Background: an optimization exercise with open tools, aiming at small area, a short achievable clock period and few clock cycles per item. Do not read the settings as production practice. Function was checked by simulation only, so behaviour that the tests miss may differ from the original.

==> flow/design.v (excerpt) <==
module pid_cell #(
    parameter int                     DATA_WIDTH = 32,
    parameter int                     DATA_SIZE  = 128,
    parameter int                     FRAC_BITS  = pid_pkg::FRAC_BITS_DEF,
    parameter logic signed [DATA_WIDTH-1:0] OUT_MAX = 32'h7FFFFFFF,
    parameter logic signed [DATA_WIDTH-1:0] OUT_MIN = 32'h80000000
) (
    input  logic                  aclk,
    input  logic                  aresetn,
    input  logic [DATA_SIZE-1:0]  regs_in,
    input  logic                  param_en,
    input  logic [DATA_WIDTH-1:0] s_data,
    input  logic                  s_valid,
    output logic                  s_ready,
    output logic [DATA_WIDTH-1:0] m_data,
    output logic                  m_valid,
    input  logic                  m_ready,
    output logic                  busy
);
export LEC_CHECK = 0
export ABC_AREA = 1
export CAP_MARGIN = 20
export CORE_MARGIN = 2
export CORE_UTILIZATION = 55
export SLEW_MARGIN = 20
export SYNTH_HIERARCHICAL = 1
export SYNTH_MINIMUM_KEEP_SIZE = 0
export TNS_END_PERCENT = 5
create_clock -name core_clock -period 16.0 [get_ports {aclk}]
standard.sh (not shown) runs the stock make flow with config.mk's settings and CLKGATE_MAP_FILE= SYNTH_SCRIPT=/design/flow/synth_recipe.tcl, a recipe that flattens the netlist after the stock synthesis.
==> flow/flow/run.sh <==
#!/bin/bash
set -euo pipefail
bash standard.sh finish SETUP_SLACK_MARGIN=11.5 > standard_finish.log 2>&1
The first run completed with no timing, DRC or antenna violations.
Testbench counts at the start, summed over its fixed seeds: cycles 2,240, items 2,048.
Change:
--- a/flow/design.v
+++ b/flow/design.v
@@ -1004,13 +1004,13 @@
     logic                kp_s, ki_s, kd_s;             
     logic signed [W-1:0] e_prev, integ;     
     logic signed [W+1:0] k_se;                         
     logic                pending;
     logic                v0, v1, v2, v3;
     logic [W-1:0]        y0;
-    logic signed [W-1:0] de1, ei1;
+    logic signed [W-1:0] de1;
     logic [CS-1:0]       pa2, pb2, ia2, ib2, da2, db2;
     logic                pc2, ic2, dc2, pz2, iz2, dz2, pu2, iu2, du2, ps2, is2, ds2;
     logic signed [W:0]   pd3;              
     logic                skid_v;
     logic [W-1:0]        skid;
     logic adv, acc, out_free, load_g;
@@ -1066,13 +1066,13 @@
     pid_booth u_enc_i (.b(regs_in[pid_pkg::WORD_KI*W +: W]), .bo(ri_o), .bt(ri_t), .bn(ri_n), .bs(ri_s));
     pid_booth u_enc_d (.b(regs_in[pid_pkg::WORD_KD*W +: W]), .bo(rd_o), .bt(rd_t), .bn(rd_n), .bs(rd_s));
     logic [CS-1:0] pa_t, pb_t, ia_t, ib_t, da_t, db_t;
     logic          pc_t, ic_t, dc_t, pz_t, iz_t, dz_t, pu_t, iu_t, du_t, ps_t, is_t, ds_t;
     pid_mul_t u_mt_p (.a(e_prev),  .bo(kp_o), .bt(kp_t), .bn(kp_n), .bs(kp_s), .ra(pa_t), .rb(pb_t),
                       .cin(pc_t), .ok0(pz_t), .ok1(pu_t), .sgn(ps_t));
-    pid_mul_t u_mt_i (.a(ei1),     .bo(ki_o), .bt(ki_t), .bn(ki_n), .bs(ki_s), .ra(ia_t), .rb(ib_t),
+    pid_mul_t u_mt_i (.a(e_prev),  .bo(ki_o), .bt(ki_t), .bn(ki_n), .bs(ki_s), .ra(ia_t), .rb(ib_t),
                       .cin(ic_t), .ok0(iz_t), .ok1(iu_t), .sgn(is_t));
     pid_mul_t u_mt_d (.a(de1), .bo(kd_o), .bt(kd_t), .bn(kd_n), .bs(kd_s), .ra(da_t), .rb(db_t),
                       .cin(dc_t), .ok0(dz_t), .ok1(du_t), .sgn(ds_t));
     logic [W-1:0] p_w, i_w, d_w;
     logic         p_r, i_r, d_r;
     pid_mul_a u_ma_p (.ra(pa2), .rb(pb2), .cin(pc2), .ok0(pz2), .ok1(pu2), .sw(p_w), .inr(p_r));
@@ -1118,13 +1118,13 @@
             v0      <= 1'b0;
             v1      <= 1'b0;
             v2      <= 1'b0;
             v3      <= 1'b0;
             skid_v  <= 1'b0;
             m_valid <= 1'b0;
-            s_ready <= 1'b0;
+            s_ready <= 1'b1;
             busy    <= 1'b0;
         end else begin
             if (load_g) begin
                 sp   <= regs_in[pid_pkg::WORD_SP*W +: W];
                 kp_o <= rp_o;
                 kp_t <= rp_t;
@@ -1161,13 +1161,12 @@
         end
     end
     always_ff @(posedge aclk) begin
         if (adv) begin
             y0  <= s_data;
             de1 <= de_c;
-            if (v0) ei1 <= e_c;
             pa2 <= pa_t;
             pb2 <= pb_t;
             pc2 <= pc_t;
             pz2 <= pz_t;
             pu2 <= pu_t;
             ps2 <= ps_t;
What happened: Clock-buffer cell count is lower by 3; area after synthesis is lower by 0.94%; global-route usage climbs by 1.1 points; core utilization increases by 1.1 points; register-to-register slack is worse by 0.03 ns; critical path depth goes up by 3; flip-flop and latch count is lower by 32; non-clock buffer count goes up by 46.
Testbench counts after the change, summed over its fixed seeds: cycles 2,240, items 2,048.

==> what the ideal ports hide <==
No port has a modelled driver above. Below, the same layouts with a new extraction and two added sets of constraints. Step 1 (the two cells are an assumption about what drives the block):
set clk [get_ports {aclk}]
set_driving_cell -lib_cell sky130_fd_sc_hd__clkbuf_16 $clk
set_driving_cell -lib_cell sky130_fd_sc_hd__buf_2 [delete_from_list [all_inputs] $clk]
Step 2 moves the port delays by t, midway between the first and last clock arrival at a register: inputs arrive t later, outputs are due t later. That takes back most of the time a late clock gives input paths. Three values: no drivers, after step 1, after step 2; two values: the first two.
run	t (ns)	slack for setup (ns)	hold WS [ns]	worst setup path after step 2
the first run	0.824	11.256 / 11.256 / 10.650	0.478 / 0.478 / 0.478	input to register
the second run	0.841	11.226 / 11.226 / 10.614	0.490 / 0.490 / 0.490	input to register
After both steps setup and hold are still met in every run listed. For the second run, which loses most, drivers alone change the setup slack by 0.000 ns; drivers and shift together by -0.612 ns.
